Context: an optimization exercise on an open-source flow, tuned for small area, a short achievable clock period and few clock cycles per item. The choices shown serve that exercise and are no tape-out recipe. Where RTL was checked, it was by simulation tests only, not by an equivalence proof against the original. For run 3, only the layout was checked, not whether the RTL still works. Power figures rest on the tool's default switching activity, not on a simulated workload.

File: design/flow/config.mk
export PLATFORM = sky130hd
export DESIGN_NAME = interval_set_table_top
export DESIGN_NICKNAME = interval_set_table_top
export VERILOG_FILES = /design/flow/design.v
export SDC_FILE = /design/flow/constraint.sdc
export NUM_CORES = 4
export LEC_CHECK = 0
export CAP_MARGIN = 20
export CORE_MARGIN = 2
export CORE_UTILIZATION = 50
export SETUP_SLACK_MARGIN = 4.0
export SLEW_MARGIN = 20
export TNS_END_PERCENT = 5
File: design/flow/constraint.sdc
create_clock -name core_clock -period 6.5 [get_ports {clk}]
set_input_delay 1.3000 -clock core_clock [delete_from_list [all_inputs] [get_ports {clk}]]
set_output_delay 1.3000 -clock core_clock [all_outputs]
set_load 0.01 [all_outputs]
File: design/flow/design.v
`timescale 1ns / 1ps
package ist_pkg;
  typedef enum logic [1:0] {
    CMD_ADD    = 2'd0,
    CMD_REMOVE = 2'd1,
    CMD_QUERY  = 2'd2,
    CMD_FILL   = 2'd3
  } ist_cmd_t;
  typedef enum logic [2:0] {
    ST_IDLE,
    ST_SCAN,
    ST_DRAIN,
    ST_APPLY,
    ST_WRITE2,
    ST_RESP
  } ist_state_t;
  typedef struct packed {
    logic holder;   
    logic left;     
    logic right;    
    logic free;     
  } ist_hits_t;
endpackage
`timescale 1ns / 1ps
module ist_mem #(
  parameter int DEPTH = 4,
  parameter int WIDTH = 7,
  parameter int CW    = 3
) (
  input  logic             clk,
  input  logic             rst,
  input  logic             push,
  input  logic [WIDTH-1:0] push_data,
  input  logic             pop,
  output logic             head_valid,
  output logic [WIDTH-1:0] head_data,
  output logic [CW-1:0]    count
);
  logic [WIDTH-1:0] q [DEPTH];
  logic [CW-1:0]    cnt, cnt_pop;
  assign count      = cnt;
  assign head_data  = q[0];
  assign cnt_pop    = cnt - CW'(pop);
  always_ff @(posedge clk) begin
    if (rst) begin
      cnt        <= '0;
      head_valid <= 1'b0;
    end else begin
      cnt        <= cnt_pop + CW'(push);
      head_valid <= (cnt_pop + CW'(push)) != '0;
    end
  end
  always_ff @(posedge clk) begin
    for (int k = 0; k < DEPTH; k++) begin
      if (push && cnt_pop == CW'(k)) begin
        q[k] <= push_data;
      end else if (pop && k < DEPTH - 1) begin
        q[k] <= q[k+1];
      end
    end
  end
endmodule
`timescale 1ns / 1ps
module ist_scan (
  input  logic [15:0] first,    
  input  logic [16:0] fin,      
  input  logic [16:0] x,        
  input  logic [16:0] y,        
  output logic        le1,      
  output logic        eq1,      
  output logic        ge2,      
  output logic        eq2       
);
  function automatic logic [1:0] cmp_gt_eq(input logic [16:0] a, input logic [16:0] b);
    logic [16:0] g, e;
    logic [4:0]  gg, ge;
    logic        gt, eq;
    g = a & ~b;
    e = ~(a ^ b);
    for (int j = 0; j < 4; j++) begin
      gg[j] = g[4*j+3] | (e[4*j+3] & g[4*j+2]) | (e[4*j+3] & e[4*j+2] & g[4*j+1]) |
              (e[4*j+3] & e[4*j+2] & e[4*j+1] & g[4*j]);
      ge[j] = e[4*j+3] & e[4*j+2] & e[4*j+1] & e[4*j];
    end
    gg[4] = g[16];
    ge[4] = e[16];
    gt = gg[4] | (ge[4] & gg[3]) | (ge[4] & ge[3] & gg[2]) | (ge[4] & ge[3] & ge[2] & gg[1]) |
         (ge[4] & ge[3] & ge[2] & ge[1] & gg[0]);
    eq = &ge;
    cmp_gt_eq = {gt, eq};
  endfunction
  logic [1:0] c1, c2;
  always_comb begin
    c1  = cmp_gt_eq({1'b0, first}, x);
    c2  = cmp_gt_eq(y, fin);
    le1 = ~c1[1];
    eq1 = c1[0];
    ge2 = ~c2[1];
    eq2 = c2[0];
  end
endmodule
`timescale 1ns / 1ps
module interval_set_table_top (
  input  logic        clk,
  input  logic        rst,
  input  logic        in_valid,
  output logic        in_stall,
  input  logic [1:0]  cmd,
  input  logic [15:0] position,
  input  logic [16:0] fill_length,
  output logic        out_valid,
  input  logic        out_stall,
  output logic        is_member,
  output logic        table_full_error,
  output logic [4:0]  range_total
);
  localparam int N = 16;
  logic        accept;
  logic [16:0] p_ext, p_inc, fill_end;
  logic [16:0] fill_sum;
  logic        a_v;
  logic [1:0]  a_cmd;
  logic [16:0] a_x;      
  logic [16:0] a_y;      
  logic        a_fnz;    
  always_comb begin
    p_ext    = {1'b0, position};
    p_inc    = p_ext + 17'd1;
    fill_sum = p_ext + {1'b0, fill_length[15:0]};
    fill_end = (fill_length[16] || fill_sum[16]) ? 17'd65536 : fill_sum;
  end
  always_ff @(posedge clk) begin
    if (rst) begin
      a_v <= 1'b0;
    end else begin
      a_v <= accept;
    end
    a_cmd <= cmd;
    unique case (cmd)
      2'd1:    a_x <= p_ext;
      2'd3:    a_x <= fill_end;
      default: a_x <= p_inc;
    endcase
    a_y   <= (cmd == 2'd1) ? p_inc : p_ext;
    a_fnz <= fill_length != 17'd0;
  end
  logic [N-1:0] v;
  logic [15:0]  first [N];
  logic [16:0]  fin   [N];
  logic [4:0]   cnt;
  logic [N-1:0] c_le1, c_eq1, c_ge2, c_eq2;
  logic         f_le1, f_eq1, f_ge2, f_eq2;
  logic        d_v;
  logic [1:0]  d_cmd;
  logic [16:0] d_x;      
  logic [16:0] d_y;      
  logic        d_fnz;
  logic [N-1:0] r_s1, r_e1, r_s2, r_e2;
  for (genvar i = 0; i < N; i++) begin : g_ent
    ist_scan u_cmp (
      .first (first[i]),
      .fin   (fin[i]),
      .x     (a_x),
      .y     (a_y),
      .le1   (c_le1[i]),
      .eq1   (c_eq1[i]),
      .ge2   (c_ge2[i]),
      .eq2   (c_eq2[i])
    );
  end
  ist_scan u_fix (
    .first (d_y[15:0]),
    .fin   (d_x),
    .x     (a_x),
    .y     (a_y),
    .le1   (f_le1),
    .eq1   (f_eq1),
    .ge2   (f_ge2),
    .eq2   (f_eq2)
  );
  logic [N-1:0] hold, left, right, free1, bsel;
  logic         is_add, is_rm, is_fill, a_rm;
  logic         lowv, any_h, any_l, any_r, split, split_ok, add_new, full;
  logic [16:0]  bus_fin;
  logic         b_s2, b_e2;
  logic [N-1:0] c_s1, c_s2;
  logic         f_s1, f_s2;
  logic [N-1:0] v_nx, we_f, we_e, e_bus;
  logic [4:0]   cnt_nx;
  logic         r_mem, r_err;
  always_comb begin
    a_rm = a_cmd == 2'd1;
    c_s1 = a_rm ? c_le1 : (c_le1 & ~c_eq1);
    c_s2 = a_rm ? c_ge2 : (c_ge2 & ~c_eq2);
    f_s1 = a_rm ? f_le1 : (f_le1 & ~f_eq1);
    f_s2 = a_rm ? f_ge2 : (f_ge2 & ~f_eq2);
  end
  always_comb begin
    is_add  = d_cmd == 2'd0;
    is_rm   = d_cmd == 2'd1;
    is_fill = d_cmd == 2'd3;
    full    = cnt[4];
    lowv    = 1'b1;
    for (int i = 0; i < N; i++) begin
      hold[i]  = v[i] & r_s1[i] & r_s2[i];
      right[i] = v[i] & r_e1[i];
      left[i]  = v[i] & r_e2[i];
      bsel[i]  = hold[i] | right[i];
      free1[i] = ~v[i] & lowv;
      lowv     = lowv & v[i];
    end
    any_h    = |hold;
    any_l    = |left;
    any_r    = |right;
    split    = |(hold & ~r_e1 & ~r_e2);
    split_ok = split & ~full;
    add_new  = ~any_h & ~any_l & ~any_r & ~full;
    bus_fin  = '0;
    b_s2     = 1'b0;
    b_e2     = 1'b0;
    for (int i = 0; i < N; i++) begin
      bus_fin = bus_fin | ({17{bsel[i]}} & fin[i]);
      b_s2    = b_s2 | (bsel[i] & c_s2[i]);
      b_e2    = b_e2 | (bsel[i] & c_eq2[i]);
    end
    v_nx   = v;
    we_f   = '0;
    we_e   = '0;
    e_bus  = '0;
    cnt_nx = cnt;
    r_mem  = 1'b0;
    r_err  = 1'b0;
    unique case (d_cmd)
      2'd0: begin
        we_e   = left | (free1 & {N{add_new}});
        e_bus  = left & {N{any_r}};
        we_f   = (right & {N{~any_l}}) | (free1 & {N{add_new}});
        v_nx   = (v & ~(right & {N{any_l}})) | (free1 & {N{add_new}});
        cnt_nx = (any_l & any_r) ? cnt - 5'd1 : (add_new ? cnt + 5'd1 : cnt);
        r_err  = ~any_h & ~any_l & ~any_r & full;
      end
      2'd1: begin
        we_f   = (hold & r_e1 & ~r_e2) | (free1 & {N{split_ok}});
        we_e   = (hold & ~r_e1 & (r_e2 | {N{~full}})) | (free1 & {N{split_ok}});
        e_bus  = free1;
        v_nx   = (v & ~(hold & r_e1 & r_e2)) | (free1 & {N{split_ok}});
        cnt_nx = (|(hold & r_e1 & r_e2)) ? cnt - 5'd1 : (split_ok ? cnt + 5'd1 : cnt);
        r_err  = split & full;
      end
      2'd2: begin
        r_mem = any_h;
      end
      default: begin
        we_f   = N'(1);
        we_e   = N'(1);
        v_nx   = N'(d_fnz);
        cnt_nx = 5'(d_fnz);
      end
    endcase
    if (!d_v) begin
      we_f = '0;
      we_e = '0;
    end
  end
  always_ff @(posedge clk) begin
    if (rst) begin
      v   <= '0;
      cnt <= '0;
      d_v <= 1'b0;
    end else begin
      d_v <= a_v;
      if (d_v) begin
        v   <= v_nx;
        cnt <= cnt_nx;
      end
    end
  end
  always_ff @(posedge clk) begin
    d_cmd <= a_cmd;
    d_x   <= a_x;
    d_y   <= a_y;
    d_fnz <= a_fnz;
    for (int i = 0; i < N; i++) begin
      if (we_f[i]) begin
        first[i] <= d_y[15:0];
      end
      if (we_e[i]) begin
        fin[i] <= e_bus[i] ? bus_fin : d_x;
      end
      r_s1[i] <= we_f[i] ? f_s1 : c_s1[i];
      r_e1[i] <= we_f[i] ? f_eq1 : c_eq1[i];
      r_s2[i] <= we_e[i] ? (e_bus[i] ? b_s2 : f_s2) : c_s2[i];
      r_e2[i] <= we_e[i] ? (e_bus[i] ? b_e2 : f_eq2) : c_eq2[i];
    end
  end
  logic [2:0] q_cnt;
  logic [6:0] head;
  logic       pop;
  logic [2:0] owed;       
  assign pop      = out_valid && !out_stall;
  assign accept   = in_valid && !in_stall;
  always_ff @(posedge clk) begin
    if (rst) begin
      owed     <= '0;
      in_stall <= 1'b0;
    end else begin
      owed     <= owed + 3'(accept) - 3'(pop);
      in_stall <= (owed + 3'(accept) - 3'(pop)) >= 3'd4;
    end
  end
  ist_mem #(
    .DEPTH (4),
    .WIDTH (7),
    .CW    (3)
  ) u_res (
    .clk        (clk),
    .rst        (rst),
    .push       (d_v),
    .push_data  ({r_mem, r_err, cnt_nx}),
    .pop        (pop),
    .head_valid (out_valid),
    .head_data  (head),
    .count      (q_cnt)
  );
  assign is_member        = head[6];
  assign table_full_error = head[5];
  assign range_total      = head[4:0];
endmodule
File: design/flow/run.sh
#!/bin/bash
# synth_recipe.tcl (not shown) runs the flow's synth.tcl, then flattens the netlist and writes it again
# the make line also repeats each setting of config.mk as NAME=value (left out here)
make -C /OpenROAD-flow-scripts/flow DESIGN_CONFIG=/design/flow/config.mk WORK_HOME=/design/flow/orfs CLKGATE_MAP_FILE= SYNTH_SCRIPT=/design/flow/synth_recipe.tcl finish
==> summary.txt, run 1 <==
Die ar.=0.09194 mm^2; final worst slack=approximately 3400 ps; Yosys warning total=8; met1 usage=0.5045; Num CTS Buffers=85; CTS tree=yes; Max-cap violations=0; DR WL/cell=around 30 um; vias=~40000; # hold bufs at CTS=0; HP Class=flop to flop; ANT cells=0; status=timing/DRC/antenna clean; Mapped Cells=approximately 4500; DRT Wirelength=roughly 190000 um; share of layout cells above drive strength 1=0.1978; top post-synthesis cells by area=edfxtp_1, ha_1, dfxtp_1, a21oi_1, nor2_1; DIE WIDTH=approximately 300 um; top-area cell type share of the netlist area=0.3730; sequential area share after synthesis=0.4476; starting density of the core=0.5058; power per cell area=~220 mW/mm^2; htree depth=3; commonest cells after routing, fill and taps aside=ha_1, edfxtp_1, a21oi_1; Fillers=around 7300; Skew-Pair Late Insertion Delay=~710 ps; Syn Area/Cell=slightly below 10 um^2; vias in the first global route=roughly 37000; Reg clk slew, reported paths=about 60 ps; Lkg Pwr=22.40 nW; Clock Power Share=0.390; Area Overhead vs Synth=23.00%; global-route wire length before repair=roughly 260000 um; GRT Max-Usage Layer=met2; FF+latch count, synth=723; met3 GRT Util=0.09952; crit end category=flop; Setup Total Neg Slack=0 ps; gr usage total=0.3874; required time of the critical path=around 7000 ps; Congestion Overflow GR=0; switching share of power=0.2875; Critical-path top delay cell=dfxtp_4; Site Rows=around 110; Netlist cell types=92; Buffers on Ports=47; Net Count, Synth=around 5100; final setup violation count=0; worst endpoint data arrival time=3630 ps; min cycle time layout=about 3100 ps; slowest stage delay, CP=390 ps; final hold viol count=0; initial antenna violation count=2; Clock Skew=approximately 57 ps; WS Path Type=flop to flop; Period Utilization, post-route=0.4814; Ports=48; worst-case clock buffer depth=3; Final Max Tran Viols=0; HPWL after DPL=between 100000 and 150000 um; pre-CTS WS=approximately 2100 ps; 1st-iter DRT viols=about 5600; Final #Nets=approximately 5500; RSZ-0062 raised after global routing=true; Least-Margin Pin Slew=977.4 ps; Sw Pwr=~3.5 mW; die height=about 300 um; ANT nets after route=0; Post-synth EDFFs=556; Max Fclk=between 300 and 400 MHz; Startpoint Class=flop; number of vias per cell=around 6.6; maximum VDD drop=206.8 uV; Gate power share=0.173; Root Buffer=clkbuf_16; largest net degree at the start of global routing=38; Slew Limit Headroom=0.3415; Worst Path Max Fanout=9; Post-route DRC=0; crit-path cells=buf_12 > ha_1 > nand3_1 > nor4_4 > nand3_2 > o221ai_4 > o221a_2 > nand4_1 > buf_4 > buf_6 > o31ai_2 > a22oi_1; Async SR Flop Fraction=0; Final Total Pwr=between 10 and 15 mW; Pint=between 8 and 9 mW; GP Congestion=1.049; Main synth FF type=edfxtp_1; DRT Pass-1 Iters=6; most common cell after layout, fill and taps aside=ha_1; grt met2 use=0.5930; core area=~0.089 mm^2; CTS Sinks=a little over 700; synthesized cell area=0.04477 mm^2; fraction of power consumed by sequential logic=0.437; Synth area leader=edfxtp_1
==> routing by layer <==
| layer | share of wire | routed length (um) |
|---|---|---|
| met1 | 0.38 | 70090 |
| met2 | 0.43 | 80050 |
| met3 | 0.12 | 22560 |
| met4 | 0.072 | 13400 |
| met5 | 0.000070 | 13 |
==> repair_timing <==
action	in CTS	in global routing
pin swaps	64	82
resized for setup	280	354
gates cloned	8	9
setup buffers	124	125
setup endpoints to repair	984	981
==> critical path: cells and delay by family (launching register included) <==
family / cells / cell delay [ps]
simple gates: 4 / 910
compound gates: 4 / 820
buf+inv: 3 / 490
flops: 1 / 390
fa+ha+maj: 1 / 290
==> power by group through the flow <==
stage                     clock network [mW]  registers [mW]  logic, mW
after floorplan                            0            5.30       1.11
after global routing                    4.95            5.30       2.26
final                                   4.73            5.30       2.10
after detailed placement                   0            5.40       1.67
after global placement                     0            5.40       1.65
after CTS                               4.75            5.30       1.85
==> stage by stage <==
step                instance area [um^2]  instances  hold slack, ps  utilization
CTS                                52520       5929           343.3       0.5934
finish                             55060       6063           343.0       0.6221
detailed placement                 47410       5639           337.1       0.5356
floorplan                          45220       4504           309.6            -
global route                       55060       6063           348.0       0.6221
global placement                   47370       5638           332.3       0.5352
==> cell families (layout without fill, tap and decap cells) <==
logic type | count (synthesis) | after routing | synth area share
AO/OA/AOI/OAI | 1300 | 1302 | 0.1849
XOR/XNOR | 33 | 33 | 0.006456
adder cells (fa/ha/maj) | 589 | 589 | 0.1650
buffers and inverters | 589 | 981 | 0.05064
flip-flops | 723 | 723 | 0.4476
multiplexers | 80 | 80 | 0.01884
AND/OR/NAND/NOR | 1190 | 1190 | 0.1265
==> synth_stat cells (all sizes together), types with 17 or more instances <==
cell type	instances
a211oi	36
a21o	117
a21oi	539
a221oi	31
a22o	19
a22oi	127
a32oi	17
and4	34
buf	41
clkbuf	168
dfxtp	167
edfxtp	556
ha	587
inv	377
mux2	34
mux2i	46
nand2	252
nand3	126
nand4	91
nor2	473
nor2b	46
nor3	38
nor4	25
o21a	27
o21ai	167
o221ai	19
o22ai	61
o31ai	29
or3	17
xnor2	18
==> layout make-up <==
class | count | area, um^2 | share of cell area
timing repair buffer | 443 | 4484 | 0.08144
inverter | 380 | 1445 | 0.02625
clock inverter | 39 | 326.6 | 0.005931
clock buffer | 119 | 2364 | 0.04293
multi-input combinational | 3194 | 24720 | 0.4490
tap | 1165 | 1458 | 0.02647
sequential | 723 | 20260 | 0.3680
==> state kept, by name, summed over array words and instances (netlist names), 2 cells and up <==
register	count
a_y	17
owed	2
u_res.cnt	3
v	16
u_res.q	28
r_e1	16
d_cmd	2
r_s1	16
a_cmd	2
first	256
r_s2	16
r_e2	16
cnt	5
d_x	17
a_x	17
d_y	16
fin	272
==> worst paths after layout <==
check          start  endpoint  slack, ps  cells past startpoint
min           a_x[7]    d_x[7]        340                      0
max reg2reg  a_y[15]   r_s2[1]       3370                     12
max          a_y[15]   r_s2[1]       3370                     12
min reg2reg   a_x[7]    d_x[7]        340                      0
Testbench counts, summed over its fixed seeds: cycles 16,024, items 16,000.
==> run 2, diff against run 1 <==
==> design/flow/flow/run.sh (new file) <==
#!/bin/bash
# Standard layout, with the resizer free to change a cell's footprint.
set -o pipefail
bash standard.sh MATCH_CELL_FOOTPRINT=0 finish > standard_flow.log 2>&1
==> design/flow/standard.sh (new file) <==
#!/bin/bash
# synth_recipe.tcl (not shown) runs the flow's synth.tcl, then flattens the netlist and writes it again
# the make line also repeats each setting of config.mk as NAME=value (left out here)
make -C /OpenROAD-flow-scripts/flow DESIGN_CONFIG=/design/flow/config.mk WORK_HOME=/design/flow/orfs CLKGATE_MAP_FILE= SYNTH_SCRIPT=/design/flow/synth_recipe.tcl "${@:-finish}"
removed: design/flow/run.sh
==> summary.txt, run 2 <==
status=timing/DRC/antenna clean; fraction of power consumed by sequential logic=0.433 (-0.004); cell mode on critical path=nand4_1; # hold bufs at CTS=0 (unchanged); number of vias per cell=6.577 (-0.65%); Syn Area/Cell=9.939 um^2 (unchanged); Die ar.=0.09194 mm^2 (unchanged); Critical-path top delay cell=dfxtp_4; Lkg Pwr=21.80 nW (-2.7%); Yosys warning total=8 (unchanged); initial antenna violation count=5 (+3); core area=0.08851 mm^2 (unchanged); Least-Margin Pin Slew=865.7 ps (-111.7 ps); Net Count, Synth=5132 (unchanged); share of layout cells above drive strength 1=0.1665 (-0.03134); Final #Nets=5358 (-1.8%); Startpoint Class=flop; synthesized cell area=0.04477 mm^2 (unchanged); Final Max Tran Viols=0 (unchanged); sequential area share after synthesis=0.4476 (unchanged); vias=39260 (-2.2%); most common cell after layout, fill and taps aside=ha_1; Post-synth EDFFs=556 (unchanged); Biggest register=fin; HP Class=flop to flop; Period Utilization, post-route=0.4823 (+0.0009662); reg2reg setup slack=3360 ps (about the same); 1st-iter DRT viols=5806 (+3.3%); Reg clk slew, reported paths=60 ps (about the same); htree depth=3 (unchanged); min cycle time layout=3135 ps (+6.280 ps); Area Overhead vs Synth=19.77%; RSZ-0062 raised after global routing=true; Pint=8.781 mW (+1.6%); Gate power share=0.159 (-0.014); met1 usage=0.4880 (-0.01650); Num CTS Buffers=85 (unchanged); biggest regs=fin: 272 flops, first: 256 flops, u_res.q: 28 flops; FF+latch count, synth=723 (unchanged); count leader, synth=ha_1; GRT Max-Usage Layer=met2; starting density of the core=0.5058 (unchanged); met3 GRT Util=0.09381 (-0.005711); Netlist cell types=92 (unchanged); Sw Pwr=3.476 mW (-0.30%); DRT Wirelength=179300 um (-3.7%); grt met2 use=0.5875 (-0.005424); DIE WIDTH=303.2 um (unchanged); Mapped Cells=4504 (unchanged); Worst Path Max Fanout=18 (+9); largest net degree at the start of global routing=38 (unchanged); most common library cells after synthesis=ha_1, edfxtp_1, a21oi_1; ANT nets after route=0 (unchanged); switching share of power=0.2836 (-0.003891); Ports=48 (unchanged); Clock Skew=37.54 ps (-19.50 ps); Async SR Flop Fraction=0 (unchanged); commonest cells after routing, fill and taps aside=ha_1, edfxtp_1, a21oi_1; crit-path cells=ha_1 > nand4_1 > nor4_4 > a21boi_0 > a211oi_1 > a2bb2oi_1 > nand4_1 > buf_6 > o31a_1 > o22a_1; Root Buffer=clkbuf_16; required time of the critical path=7070 ps (+70 ps); Main synth FF type=edfxtp_1; die height=303.2 um (unchanged); DRT Pass-1 Iters=9 (+3); final setup violation count=0 (unchanged); WS Path Type=flop to flop; Max-cap violations=0 (unchanged); Slew Limit Headroom=0.4168 (+0.07524); worst endpoint data arrival time=3700 ps (+70 ps); slowest stage delay, CP=460 ps (+70 ps); GP Congestion=1.038 (-1.1%); DR WL/cell=30.03 um (-2.2%); crit end category=flop; HPWL after DPL=119600 um (+0.88%); Hold WS=325.6 ps (-17.38 ps); Skew-Pair Late Insertion Delay=700 ps (about the same); Max Fclk=319.0 MHz (-0.20%); Final Total Pwr=12.26 mW (+1.1%); vias in the first global route=36250 (-1.2%); Buffers on Ports=47 (unchanged); top-area cell type share of the netlist area=0.3730 (unchanged); top post-synthesis cells by area=edfxtp_1, ha_1, dfxtp_1, a21oi_1, nor2_1; worst-case clock buffer depth=3 (unchanged); Setup Total Neg Slack=0 ps (unchanged); maximum VDD drop=220.2 uV (+6.5%); power per cell area=228.6 mW/mm^2 (+3.8%); Clock Power Share=0.408 (+0.018); Post-route DRC=0 (unchanged); gr usage total=0.3796 (-0.007784); CTS tree=yes; Site Rows=109 (unchanged); max FFs per register=272 (unchanged); global-route wire length before repair=251300 um (-1.9%); Core Util, Final=0.6057 (-0.01634); Synth area leader=edfxtp_1; final hold viol count=0 (unchanged); CTS Sinks=723 (unchanged); Congestion Overflow GR=0 (unchanged)
run 2: cell counts after synthesis:
No cell type changed its count.
run 2: path summary, 6_finish.rpt:
| path | startpoint | endpoint | cells past startpoint |
|---|---|---|---|
| setup reg to reg | a_y[11] | r_s2[10] | 10 |
| setup / recovery | a_y[11] | r_s2[10] | 10 |
| hold reg to reg | a_fnz | d_fnz | 0 |
| hold / removal | a_fnz | d_fnz | 0 |
run 2: kinds of logic (layout without fill, tap and decap cells):
logic type               after synthesis  count (layout)  synth area share
other                                  0               5                 0
XOR/XNOR                              33              33          0.006456
AND/OR/NAND/NOR                     1190            1191            0.1265
flip-flops                           723             723            0.4476
buffers and inverters                589             881           0.05064
AO/OA/AOI/OAI                       1300            1302            0.1849
adder cells (fa/ha/maj)              589             589            0.1650
multiplexers                          80              80           0.01884
run 2: layout make-up:
type                            count  area [um^2]
Inverter                          380         1454
Clock inverter                     52        665.6
Tap cell                         1165         1458
Clock buffer                      104         2218
Multi-Input combinational cell   3195        24200
Timing Repair Buffer              345         3349
Sequential cell                   723        20250
Antenna cell                        5        12.51
Fill cell                        7424        34900
run 2: timing repair:
item / in CTS / in global routing
setup buffers: 88 / 83
pin swaps: 59 / 47
cloned: 6 / 5
hold endpoints to repair: 0 / 0
endpoints found under the setup margin: 987 / 978
resized for setup: 243 / 217
run 2: power groups by stage:
stage	clock network [mW]	logic, mW	registers (mW)
6_report	5.00	1.94	5.31
5_1_grt	5.21	2.12	5.32
4_1_cts	5.04	1.78	5.31
3_5_place_dp	0	1.66	5.41
3_3_place_gp	0	1.63	5.41
2_1_floorplan	0	1.10	5.30
run 2: per-layer routing:
| layer | wire length [um] | part of all wire |
|---|---|---|
| met5 | 13 | 0.000073 |
| met4 | 12550 | 0.070 |
| met1 | 68000 | 0.38 |
| met3 | 20390 | 0.11 |
| met2 | 78310 | 0.44 |
run 2: per-stage QoR:
stage | instances | instance area, um^2 | worst slack (ps)
2_1_floorplan | 4504 | 45110 | 3331
3_3_place_gp | 5624 | 47260 | 1884
3_5_place_dp | 5626 | 47300 | 1880
4_1_cts | 5876 | 52130 | 3452
5_1_grt | 5965 | 53610 | 3357
6_report | 5969 | 53620 | 3365
run 2: critical path, delay by kind of cell (launching register included):
| family | cells | cell delay, ps |
|---|---|---|
| adder cells (fa/ha/maj) | 1 | 390 |
| buffers and inverters | 1 | 180 |
| AO/OA/AOI/OAI | 5 | 1080 |
| AND/OR/NAND/NOR | 3 | 870 |
| flip-flops | 1 | 460 |
==> run 3, diff against run 2 <==
--- a/design/flow/design.v
+++ b/design/flow/design.v
@@ -285,12 +285,12 @@
         first[i] <= d_y[15:0];
       end
       if (we_e[i]) begin
-        fin[i] <= e_bus[i] ? bus_fin : d_x;
+        fin[i] <= d_x;
       end
       r_s1[i] <= we_f[i] ? f_s1 : c_s1[i];
       r_e1[i] <= we_f[i] ? f_eq1 : c_eq1[i];
-      r_s2[i] <= we_e[i] ? (e_bus[i] ? b_s2 : f_s2) : c_s2[i];
-      r_e2[i] <= we_e[i] ? (e_bus[i] ? b_e2 : f_eq2) : c_eq2[i];
+      r_s2[i] <= we_e[i] ? f_s2 : c_s2[i];
+      r_e2[i] <= we_e[i] ? f_eq2 : c_eq2[i];
     end
   end
   logic [2:0] q_cnt;
==> design/flow/run.sh (new file) <==
#!/bin/bash
# synth_recipe.tcl (not shown) runs the flow's synth.tcl, then flattens the netlist and writes it again
# the make line also repeats each setting of config.mk as NAME=value (left out here)
make -C /OpenROAD-flow-scripts/flow DESIGN_CONFIG=/design/flow/config.mk WORK_HOME=/design/flow/orfs CLKGATE_MAP_FILE= SYNTH_SCRIPT=/design/flow/synth_recipe.tcl finish
--- a/design/flow/config.mk
+++ b/design/flow/config.mk
@@ -8,6 +8,6 @@
 export CAP_MARGIN = 20
 export CORE_MARGIN = 2
 export CORE_UTILIZATION = 50
-export SETUP_SLACK_MARGIN = 4.0
+export SETUP_SLACK_MARGIN = 4.5
 export SLEW_MARGIN = 20
 export TNS_END_PERCENT = 5
removed: design/flow/flow/run.sh
removed: design/flow/standard.sh
==> summary.txt, run 3 <==
status=timing/DRC/antenna clean; htree depth=3 (unchanged); crit-path cells=clkdlybuf4s50_1 > ha_4 > a21oi_1 > o21ai_2 > a41oi_2 > nand3_2 > a311oi_4 > buf_6 > a31oi_1 > a21oi_1; CTS Sinks=723 (unchanged); Root Buffer=clkbuf_16; DIE WIDTH=285.1 um (-6.0%); Syn Area/Cell=11.57 um^2 (+16%); Adder-Cell Fraction of Synth Area=0.1870 (+0.02200); count leader, synth=ha_1; Max-cap violations=0 (unchanged); max FFs per register=272 (unchanged); Area Overhead vs Synth=22.12%; Compound-Gate Fraction of Synth Area=0.1308 (-0.05418); crit end category=flop; vias in the first global route=29670 (-18%); gr usage total=0.3130 (-0.06660); Gate power share=0.164 (+0.005); HP Class=flop to flop; Critical-path top delay cell=clkdlybuf4s50_1; top post-synthesis cells by area=edfxtp_1, ha_1, dfxtp_1, a21o_1, inv_1; Post-synth EDFFs=556 (unchanged); Congestion Overflow GR=0 (unchanged); biggest regs=fin: 272 flops, first: 256 flops, u_res.q: 28 flops; core area=0.07861 mm^2 (-11%); Num CTS Buffers=80 (-5.9%); slowest stage delay, CP=520 ps (+60 ps); top-area cell type share of the netlist area=0.4227 (+0.04975); Yosys warning total=8 (unchanged); footprint of the multi-input gates=0.01953 mm^2 (-19%); Clock Skew=34.05 ps (-3.484 ps); Net Count, Synth=4042 (-21%); maximum VDD drop=220.6 uV (+0.18%); met1 usage=0.3984 (-0.08955); CTS tree=yes; required time of the critical path=7050 ps (-20 ps); fraction of power consumed by sequential logic=0.448 (+0.015); switching share of power=0.2697 (-0.01393); sequential area share after synthesis=0.5073 (+0.05971); Mapped Cells=3414 (-24%); Least-Margin Pin Slew=1220 ps (+354.5 ps); initial antenna violation count=3 (-2); Worst Path Max Fanout=6 (-12); Slew Limit Headroom=0.1835 (-0.2333); number of vias per cell=6.154 (-6.4%); commonest cells after routing, fill and taps aside=ha_1, edfxtp_1, inv_1; final worst slack=3478 ps (+113.1 ps); HPWL after DPL=81800 um (-32%); Clock Power Share=0.389 (-0.019); mux cell area share after synthesis=0.02005 (+0.001214); grt met2 use=0.5288 (-0.05871); Buffers on Ports=47 (unchanged); share of layout cells above drive strength 1=0.1871 (+0.02065); Biggest register=fin; Async SR Flop Fraction=0 (unchanged); DR WL/cell=26.79 um (-11%); Post-route DRC=0 (unchanged); Final Max Tran Viols=0 (unchanged); Synth area leader=edfxtp_1; Reg clk slew, reported paths=60 ps (about the same); Netlist cell types=87 (-5.4%); die height=285.1 um (-6.0%); ANT nets after route=0 (unchanged); DRT Wirelength=130200 um (-27%); Max Fclk=330.9 MHz (+3.7%); DRT Pass-1 Iters=6 (-3); Pint=8.494 mW (-3.3%); power per cell area=241.1 mW/mm^2 (+5.5%); starting density of the core=0.5024 (-0.003339); final hold viol count=0 (unchanged); final setup violation count=0 (unchanged); Die ar.=0.08126 mm^2 (-12%); GP Congestion=0.9593 (-7.5%); Lkg Pwr=20.12 nW (-7.7%); Sw Pwr=3.136 mW (-9.8%); vias=29920 (-24%); RSZ-0062 raised after global routing=true; largest family of logic cells by synthesized area=adder cells; worst endpoint data arrival time=3570 ps (-130 ps); pre-CTS WS=1756 ps (-123.2 ps); Startpoint Class=input port; Post-Synth XOR/XNOR Area=0.006874 (+0.0004177); Storage cell area=0.02017 mm^2 (-0.43%); Core Util, Final=0.6136 (+0.007815); most common cell after layout, fill and taps aside=ha_1; Site Rows=103 (-5.5%); largest net degree at the start of global routing=42 (+11%); Period Utilization, post-route=0.4649 (-0.01740); Skew-Pair Late Insertion Delay=640 ps (-60 ps); FF+latch count, synth=723 (unchanged); Synth Area in Simple Gates=0.1081 (-0.01841); Main synth FF type=edfxtp_1; Final #Nets=4372 (-18%); worst-case clock buffer depth=3 (unchanged); met3 GRT Util=0.03928 (-0.05453); global-route wire length before repair=188500 um (-25%); synthesized cell area=0.03950 mm^2 (-12%); min cycle time layout=3022 ps (-113.1 ps); Ports=48 (unchanged); Setup Total Neg Slack=0 ps (unchanged); cell mode on critical path=a21oi_1; WS Path Type=input port to flop; GRT Max-Usage Layer=met2; 1st-iter DRT viols=2850 (-51%); Fillers=6237 (-16%); # hold bufs at CTS=0 (unchanged); most common library cells after synthesis=ha_1, edfxtp_1, inv_1
run 3: cell families (layout without fill, tap and decap cells):
family / count (synthesis) / in the layout
buffers and inverters: 411 / 804
and+or+nand+nor: 801 / 801
DFF: 723 / 723
xor gates and xnor gates: 31 / 31
other: 0 / 1
adders and majority gates: 589 / 589
muxes: 75 / 75
AOI/OAI and AO/OA: 784 / 787
run 3: final cells by class:
type / count / share of cell area
timing repair buffer: 309 / 0.06757
inverter: 344 / 0.02739
multi-input combinational: 2283 / 0.4050
antenna: 1 / 0.00005188
sequential: 723 / 0.4181
timing repair inverter: 3 / 0.0005707
clock inverter: 39 / 0.007471
clock buffer: 109 / 0.04661
tap: 1050 / 0.02724
run 3: power by group through the flow:
| stage | sequential (mW) | clock, mW | combinational (mW) |
|---|---|---|---|
| 2_1_floorplan | 5.33 | 0 | 0.867 |
| 3_3_place_gp | 5.30 | 0 | 1.49 |
| 3_5_place_dp | 5.30 | 0 | 1.55 |
| 4_1_cts | 5.20 | 4.59 | 1.72 |
| 5_1_grt | 5.21 | 4.77 | 2.05 |
| 6_report | 5.21 | 4.52 | 1.90 |
run 3: worst max-delay path: cells and delay by family:
family / cells / cell delay [ps]
AOI/OAI and AO/OA: 6 / 1170
buffers and inverters: 2 / 710
adders and majority gates: 1 / 250
and+or+nand+nor: 1 / 140
run 3: metrics by stage:
stage / power, mW / cells / instance area, um^2 / hold slack (ps)
2_1_floorplan: 6.193 / 3414 / 39660 / 309.6
3_3_place_gp: 6.795 / 4533 / 41910 / 350.0
3_5_place_dp: 6.855 / 4533 / 41920 / 344.3
4_1_cts: 11.52 / 4787 / 46640 / 350.2
5_1_grt: 12.03 / 4860 / 48230 / 361.1
6_report: 11.63 / 4861 / 48230 / 348.3
run 3: path summary, 6_finish.rpt:
kind | slack [ps] | startpoint | depth (start not counted) | end
worst max-delay path | 3480 | fill_length[7] | 10 | a_x[1]
worst min-delay path | 350 | a_x[15] | 0 | d_x[15]
worst max register to register | 3530 | r_e2[14] | 10 | u_res.q[2][1]
worst min register to register | 350 | a_x[15] | 0 | d_x[15]
run 3: routing by layer:
layer	wire length, um	part of all wire
met5	27	0.00021
met4	7097	0.055
met3	7618	0.059
met2	62170	0.48
met1	53310	0.41
run 3: repair_timing:
action                                  4_1_cts  5_1_grt
gates cloned                                  7       11
pin swaps                                    59       51
endpoints found under the setup margin      720      719
buffers inserted                             99       62
gates resized for setup                     258      211
endpoints found under the hold margin         0        0

static timing again, ports no longer ideal:
The results above use ideal ports. As a check the final layouts listed here were re-extracted and re-timed, cells and wires unchanged. Step 1: set_driving_cell puts a clkbuf_16 on clk and a buf_2 on each other input, an assumption about the parent block. Step 2 times the ports against the registers' clock, not the clock port: input delays grow and output delays shrink by t, the midpoint of the rising clock arrivals with the driver on. Three values: ideal ports, drivers, drivers and shift; two values: the first two.
| run | t (ns) | setup WS [ns] | worst setup path after step 2 | pins driven straight from the clock port |
|---|---|---|---|---|
| run 1 | 0.744 | 3.371 / 3.371 / 3.017 | input to register | 1 |
| run 2 | 0.755 | 3.365 / 3.365 / 2.958 | input to register | 1 |
| run 3 | 0.689 | 3.478 / 3.518 / 2.830 | input to register | 1 |
After both steps every run listed still meets setup and hold. The setup slack of run 3, which loses most, moves by +0.040 ns with the drivers and by -0.648 ns with both steps.
